From an optimization exercise on the open Yosys and OpenROAD flow, aimed at small area, a short achievable clock period and few clock cycles; shortcuts taken in it are not production practice.
Only simulation tests tie the RTL to the original design; equivalence was not proved.
Power and IR drop assume default switching activity.

### flow/config.mk
export PLATFORM = sky130hd
export DESIGN_NAME = modarith_unit
export DESIGN_NICKNAME = modarith_unit
export VERILOG_FILES = /design/flow/design.v
export SDC_FILE = /design/flow/constraint.sdc
export NUM_CORES = 4
export LEC_CHECK = 0
export CAP_MARGIN = 40
export CORE_MARGIN = 2
export CORE_UTILIZATION = 35
export SLEW_MARGIN = 40
### flow/constraint.sdc
create_clock -name core_clock -period 10.5 [get_ports {clk}]
set_input_delay 2.1000 -clock core_clock [delete_from_list [all_inputs] [get_ports {clk}]]
set_output_delay 2.1000 -clock core_clock [all_outputs]
set_load 0.01 [all_outputs]
### flow/design.v
`timescale 1ns/1ps
`default_nettype none
module modarith_unit (
    input  logic         clk,
    input  logic         rst_n,
    input  logic         start,
    input  logic [1:0]   op,
    input  logic [127:0] a,
    input  logic [127:0] b,
    input  logic [127:0] m,
    output logic         busy,
    output logic         done,
    output logic [127:0] res_value,
    output logic         res_err
);
    localparam int K     = 2;                       
    localparam int NSTEP = (128 + K - 1) / K;       
    localparam int BW    = NSTEP * K;               
    localparam int SW    = 131;                     
    localparam int IW    = SW + K;                  
    localparam int P     = 122;                     
    localparam int EW    = IW - P;                  
    localparam int MP    = 2;                       
    localparam int BIAS  = 1;
    localparam int QMIN  = -(1 << (K - 1));
    localparam int NQ    = 1 << (K + 1);            
    localparam int NT    = NQ - 1;                  
    localparam int MHW   = 128 - P + MP;            
    localparam int TW    = EW + 8;                  
    localparam int CW    = 7;                       
    localparam logic [3:0] ST_IDLE  = 4'd0,
                           ST_MSTEP = 4'd1,   
                           ST_MFIN  = 4'd2,   
                           ST_FIX   = 4'd3,   
                           ST_ADD1  = 4'd4,   
                           ST_ADD2  = 4'd5,   
                           ST_SUB1  = 4'd6,   
                           ST_FSTEP = 4'd7,   
                           ST_FP1   = 4'd8,   
                           ST_FSUB  = 4'd9;   
    logic [127:0]  ra, rm;
    logic [BW-1:0] rb;
    logic [SW-1:0] S, C;
    logic [CW-1:0] cnt;
    logic [3:0]    st;
    logic          sub_r;    
    logic          czero_r;  
    logic          last_r;   
    logic          err_r;
    logic accept;
    assign accept = start & (~busy | done);
    logic [IW-1:0] s_sh, c_sh;
    logic [K-1:0][IW-1:0] pp;
    logic [IW-1:0] m_ext;
    assign s_sh  = {S, {K{1'b0}}};
    assign c_sh  = {C, {K{1'b0}}};
    assign m_ext = {{(IW-128){1'b0}}, rm};
    for (genvar i = 0; i < K; i++) begin : g_pp
        assign pp[i] = rb[BW-K+i] ? ({{(IW-128){1'b0}}, ra} << i) : '0;
    end
    logic [EW-1:0] est;
    always_comb begin
        est = s_sh[P +: EW] + c_sh[P +: EW];
        for (int i = 0; i < K; i++) est = est + pp[i][P +: EW];
    end
    logic [MHW-1:0] mh;
    assign mh = rm[127 -: MHW];
    logic [NT-1:0] th;
    for (genvar t = 0; t < NT; t++) begin : g_th
        localparam int CJ = 2 * (QMIN + 1 + t) - 1;
        logic signed [TW-1:0] cj, mhs, ests, prod, thr;
        assign cj    = TW'(CJ);
        assign mhs   = {{(TW-MHW){1'b0}}, mh};
        assign ests  = {{(TW-EW){est[EW-1]}}, est};
        assign prod  = cj * mhs;
        assign thr   = (prod >>> (MP + 1)) - TW'(BIAS);
        assign th[t] = ests >= thr;
    end
    logic [K:0]   u;
    logic [NQ:0]  thx;
    logic [NQ-1:0] eq;
    always_comb begin
        thx = {1'b0, th, 1'b1};
        for (int v = 0; v < NQ; v++) eq[v] = thx[v] & ~thx[v+1];
        for (int bt = 0; bt <= K; bt++) begin
            u[bt] = 1'b0;
            for (int v = 0; v < NQ; v++) if (((v >> bt) & 1) != 0) u[bt] = u[bt] | eq[v];
        end
    end
    logic qen;      
    assign qen = (st == ST_MSTEP);
    logic [1:0]    qhs;           
    logic [K-2:0]  ql;
    assign qhs = qen ? u[K:K-1] : 2'd1;
    assign ql  = qen ? u[K-2:0] : '0;
    logic [IW-1:0] tq_h;
    logic          inc_h;
    always_comb begin
        case (qhs)
            2'd0:    tq_h = m_ext << (K - 1);
            2'd1:    tq_h = '0;
            2'd2:    tq_h = ~(m_ext << (K - 1));
            default: tq_h = ~(m_ext << K);
        endcase
        inc_h = qhs[1];
    end
    logic [2*K:0][IW-1:0]   xs, ys;
    logic [2*K-1:0][IW-1:0] addend;
    logic [2*K-1:0]         addinc;
    always_comb begin
        for (int i = 0; i < K; i++) begin
            addend[i] = pp[K-1-i];
            addinc[i] = 1'b0;
        end
        addend[K] = tq_h;
        addinc[K] = inc_h;
        for (int i = 0; i < K - 1; i++) begin
            addend[K+1+i] = ql[i] ? ~(m_ext << i) : '0;
            addinc[K+1+i] = ql[i];
        end
    end
    assign xs[0] = s_sh;
    assign ys[0] = c_sh;
    for (genvar r = 0; r < 2 * K; r++) begin : g_csa
        assign xs[r+1] = xs[r] ^ ys[r] ^ addend[r];
        logic [IW-1:0] maj;
        assign maj     = (xs[r] & ys[r]) | (xs[r] & addend[r]) | (ys[r] & addend[r]);
        assign ys[r+1] = {maj[IW-2:0], addinc[r]};
    end
    logic [SW-1:0] step_s, step_c;
    assign step_s = xs[2*K][SW-1:0];
    assign step_c = ys[2*K][SW-1:0];
    logic [SW-1:0] cpa;
    assign cpa = S + (C ^ {SW{sub_r}}) + {{(SW-1){1'b0}}, sub_r};
    logic neg;
    assign neg = cpa[SW-1];
    logic do_step;
    assign do_step = (st == ST_MSTEP) | (st == ST_FSTEP);
    logic addsub_in;
    assign addsub_in = ~op[1];
    always_ff @(posedge clk) begin
        if (accept) begin
            ra <= a;
            rm <= m;
            rb <= {{(BW-128){1'b0}}, b};
            S <= {{(SW-128){1'b0}}, a & {128{addsub_in}}};
            C <= {{(SW-128){1'b0}}, b & {128{addsub_in}}};
            cnt <= CW'(NSTEP - 1);
            err_r <= (op == 2'd3);
        end else if (do_step) begin
            rb <= rb << K;
            S <= step_s;
            C <= step_c;
            cnt <= cnt - 1'b1;
        end else begin
            S <= cpa;
            C <= czero_r ? '0 : {{(SW-128){1'b0}}, rm};
        end
    end
    logic [3:0] st_n;
    logic       sub_n, czero_n, last_n, done_n;
    always_comb begin
        st_n    = ST_IDLE;
        sub_n   = 1'b0;
        czero_n = 1'b0;
        last_n  = last_r;
        done_n  = 1'b0;
        case (st)
            ST_MSTEP: st_n = (cnt == '0) ? ST_MFIN : ST_MSTEP;
            ST_MFIN, ST_ADD2, ST_SUB1: begin
                if (neg) st_n = ST_FIX;
                else     done_n = 1'b1;
            end
            ST_FIX:  done_n = 1'b1;
            ST_ADD1: begin st_n = ST_ADD2; sub_n = 1'b1; end
            ST_FSTEP: begin st_n = ST_FP1; last_n = (cnt == '0); end
            ST_FP1:  begin st_n = ST_FSUB; sub_n = 1'b1; end
            ST_FSUB: begin
                if (sub_r) begin
                    st_n = ST_FSUB;
                    if (neg) czero_n = 1'b1;   
                    else     sub_n   = 1'b1;
                end else if (last_r) begin
                    done_n = 1'b1;
                end else begin
                    st_n = ST_FSTEP;
                end
            end
            default: ;
        endcase
        if (accept) begin
            last_n = 1'b0;
            case (op)
                2'd0: begin st_n = ST_ADD1; end
                2'd1: begin st_n = ST_SUB1; sub_n = 1'b1; end
                2'd2: begin st_n = m[127] ? ST_MSTEP : ST_FSTEP; end
                default: begin st_n = ST_IDLE; done_n = 1'b1; end
            endcase
        end
    end
    always_ff @(posedge clk or negedge rst_n) begin
        if (!rst_n) begin
            st      <= ST_IDLE;
            sub_r   <= 1'b0;
            czero_r <= 1'b0;
            last_r  <= 1'b0;
            busy    <= 1'b0;
            done    <= 1'b0;
        end else begin
            st      <= st_n;
            sub_r   <= sub_n;
            czero_r <= czero_n;
            last_r  <= last_n;
            busy    <= accept | (busy & ~done);
            done    <= done_n;
        end
    end
    assign res_value = S[127:0];
    assign res_err   = err_r;
endmodule
`default_nettype wire
### flow/run.sh
#!/bin/bash
# synth_recipe.tcl (not shown) runs the flow's synth.tcl, then flattens the netlist and writes it again
# the make line also repeats each setting of config.mk as NAME=value (left out here)
make -C /OpenROAD-flow-scripts/flow DESIGN_CONFIG=/design/flow/config.mk WORK_HOME=/design/flow/orfs CLKGATE_MAP_FILE= SYNTH_SCRIPT=/design/flow/synth_recipe.tcl finish
==> summary.txt <==
GRT
  – Vias in the first global route: about 45000
  – Gr ovfl total: 0
  – Initial antenna violation count: 28
  – First-pass GRT wire length: 281.9 mm
  – GRT Util Overall: a little under a quarter
  – Largest net degree at the start of global routing: 110

Logic synthesis
  – Flops & latches, synth: 663
  – Mean cell area of the mapped netlist: 9.554 um^2
  – Async set-reset flop share out of synthesis: 1.357%
  – Post-synth EDFFs: 385
  – Syn Inst Count: 5818
  – Distinct cells, synth: 81
  – Top cells by area, synth: edfxtp_1 (21%), fa_1 (19%), dfxtp_1 (9.7%), ha_1 (6.8%), inv_1 (5.1%)
  – Share of Yosys cell area claimed by the top area cell type: approximately a fifth
  – Synth area leader: edfxtp_1
  – Seq/Total Area, Yosys: 30.89%
  – Synth warnings: 1
  – Synthesized cell area: 0.05559 mm^2
  – Dominant synthesized flop cell: edfxtp_1
  – Post-Syn Nets: 7038

Worst setup path
  – R2R Setup Slk: 1.59 ns
  – Setup crit end kind: flip-flop
  – RR Startpoint: rb[127]$_DFFE_PP_
  – CP max FO: 48
  – Crit start category: flip-flop
  – Worst reg2reg path depth: 27
  – Crit Path Category: flip-flop to flip-flop
  – Crit Reg-Reg Endpoint: S[89]$_DFF_P_
  – Crit path required time: 11.04 ns
  – Critical path arrival: approximately 9.5 ns

Die
  – DIE WIDTH: 402.5 um
  – Die ar.: 0.1620 mm^2
  – Starting density of the core: 35.18%
  – Die Span Y: just over 400 um
  – Core area: 0.1580 mm^2
  – Row Count: 146
  – Io pins: 520

STA
  – RSZ-0062 raised after global routing: no
  – Fin crit period: 8.910 ns
  – Worst-margin pin slew: roughly 0.87 ns
  – Final setup margin: 1.590 ns
  – Setup Skew: about 0.036 ns
  – Max Clk Rate: 0.1122 GHz
  – Tcrit/Tclk final: 84.85%
  – Final Max Slew Viols: 0
  – Setup TNS: 0 ns
  – Hold Fails Final Rpt: 0
  – Hold_ws: 0.5083 ns
  – Endpoints failing setup: 0
  – Slew margin rel.: 41.58%

Routing
  – DRC: 0
  – Drt wl/cell: approximately 23 um
  – Post-Route WL: about 190 mm
  – DR iter-0 viols: 4085
  – Routed vias/inst: 5.327
  – Via count: about 44000
  – Post-route ant nets: 0
  – DRT Pass-1 Iters: 7

Clocking
  – Clk sink count: roughly 660
  – Number of gates resized after CTS: 0
  – Clock-pin transition on the worst setup and hold timing paths: about 0.060 ns
  – CTS tree: yes
  – Htree depth: 3
  – Root Buffer: clkbuf_16
  – Number of setup buffers added after CTS: 0
  – Maximum clock insertion buffer count: 3
  – Cts bufs inserted: 84
  – Clk Latency, worst-skew pair: 0.71 ns
  – Post-CTS Hold Buffers: 0

Run status
  – Status: timing/DRC/antenna clean

Power
  – Total power: about 5.9 mW
  – Pwr/cell area: about 90 mW/mm^2
  – Leakage: 27.48 nW
  – IR drop worst, VDD: 118.7 uV

Placement
  – DP Worst Slack: approximately 1.7 ns
  – Cell Area, Placed: 0.06191 mm^2
  – GPL Wtd Cong: 0.9445
  – Inst Count DP: 8045
  – IO buf count: 519
  – Hpwl dp: 143.0 mm

Final layout
  – Design area: 0.06482 mm^2
  – Final nets: 7281
  – Non-Filler Instances: 8219
  – Share of cells above drive strength 1: 3.980%
  – Layout area overhead: 16.61%
  – Final core utilization: between 40% and 50%

Worst hold path
  – Hold Path End: cnt[1]$_SDFFE_PP1N_
  – Hold Path Class: flip-flop to flip-flop
  – Hold path cells: 2
  – Hold_sp: cnt[1]$_SDFFE_PP1N_

Flow run
  – Max-cap violations: 0
## synthesized netlist by cell type (199+ instances only)
| master | n |
|---|---|
| a21oi_1 | 318 |
| clkbuf_1 | 231 |
| dfxtp_1 | 269 |
| edfxtp_1 | 385 |
| fa_1 | 527 |
| ha_1 | 304 |
| inv_1 | 751 |
| nand2_1 | 714 |
| nor2_1 | 295 |
| o21ai_0 | 250 |
| xnor2_1 | 266 |
| xor2_1 | 199 |
## metal layers
layer / track usage [%] / vias to the layer above / part of all wire [%]
met1: 30.21 / 21710 / 42
met3: 4.671 / 304 / 7.9
met4: 8.172 / 18 / 3.7
met2: 36.73 / 1741 / 46
met5: 0 / - / 0.064
li1: - / 20010 / -
## worst max-delay path, stage by stage (launching register included)
cell and delay, ns:
edfxtp_1 0.41, buf_4 0.29, and2_1 0.24, fa_1 0.53
inv_1 0.06, fa_1 0.47, inv_1 0.06, ha_1 0.27
a21oi_1 0.20, o211ai_1 0.15, o41ai_1 0.62, mux2i_1 0.29
nor2_1 0.54, ha_1 0.37, nand4_1 0.08, nor3_1 0.05
or4b_2 0.62, o21a_1 0.22, or3_1 0.33, a211o_4 0.51
nand2_8 0.45, buf_4 0.51, o22a_1 0.25, fa_1 0.41
inv_1 0.08, fa_1 0.41, nor3_1 0.20, a211oi_1 0.06
## cells in the final DEF, fill, tap and decap left out, types with 130 or more instances in the layout
master / count
inv_1: 750
xor2_1: 198
fa_1: 527
a21oi_1: 318
nor2_1: 291
o21ai_0: 249
a222oi_1: 130
xnor2_1: 264
edfxtp_1: 385
clkdlybuf4s50_1: 519
ha_1: 304
nand2_1: 712
and2_1: 144
dfxtp_1: 269
## area by class of cell
class                   count  area (um^2)
clock buffers             109         2311
inverters                 753         2846
repair buffers            581         5843
well taps                2072         2592
diodes                     16        40.04
multi-input cells        3978        33490
clock inverters            47        516.7
fillers                 15430        93200
flip-flops and latches    663        17180
## where the power goes
part,switching [mW],internal (mW)
registers,0,2.74
clock network,1.25,1.76
logic,0.0688,0.129
total,1.32,4.63
## kinds of logic after synthesis
group	synth area share (%)
xor+xnor	7.327
fa+ha+maj	25.84
compound gates	14.84
flops	30.89
buf+inv	9.098
mux	0.1666
simple gates	11.84
## worst max-delay path by stage
stage | cells past startpoint | end | startpoint | slack [ns]
floorplan | 4 | err_r$_DFFE_PP_ | start | 0.09
global placement | 31 | C[96]$_DFF_P_ | rb[127]$_DFFE_PP_ | 2.00
detailed placement | 27 | S[90]$_DFF_P_ | rb[127]$_DFFE_PP_ | 1.73
CTS | 27 | S[89]$_DFF_P_ | rb[127]$_DFFE_PP_ | 1.64
global route | 27 | S[89]$_DFF_P_ | rb[127]$_DFFE_PP_ | 1.11
finish | 27 | S[89]$_DFF_P_ | rb[127]$_DFFE_PP_ | 1.59
## sequential cells by signal (all words and copies together), names as in the netlist, 4 cells and up
name,flops
ra,128
rm,128
S,131
st,4
rb,128
cnt,7
C,131
Testbench counts, summed over its fixed seeds: cycles 18,250.

[port drivers added, routing unchanged]
How much do the figures lean on ideal ports? The routed layout below was timed once more, with nothing changed but the port constraints. Step 1 (the two cells are an assumption about what drives the block):
set clk [get_ports {clk}]
set_driving_cell -lib_cell sky130_fd_sc_hd__clkbuf_16 $clk
set_driving_cell -lib_cell sky130_fd_sc_hd__buf_2 [delete_from_list [all_inputs] $clk]
Step 2 adds t to the input delays and takes it off the output delays; t is the mean of the earliest and latest rising clock arrival at the registers after step 1. Input paths then give back, and output paths get back, about the clock's delay inside the block. a / b / c = ideal / step 1 / step 2; a / b = the first two.
t, ns: 0.773
setup WS [ns]: 1.590 / 1.590 / 1.590
hold WS [ns]: 0.508 / 0.508 / 0.508
worst slew at a driven data input, ns: 0.22
After both steps setup and hold are still met in this run. The setup slack of this run moves by 0.000 ns with the drivers and by 0.000 ns with both steps.
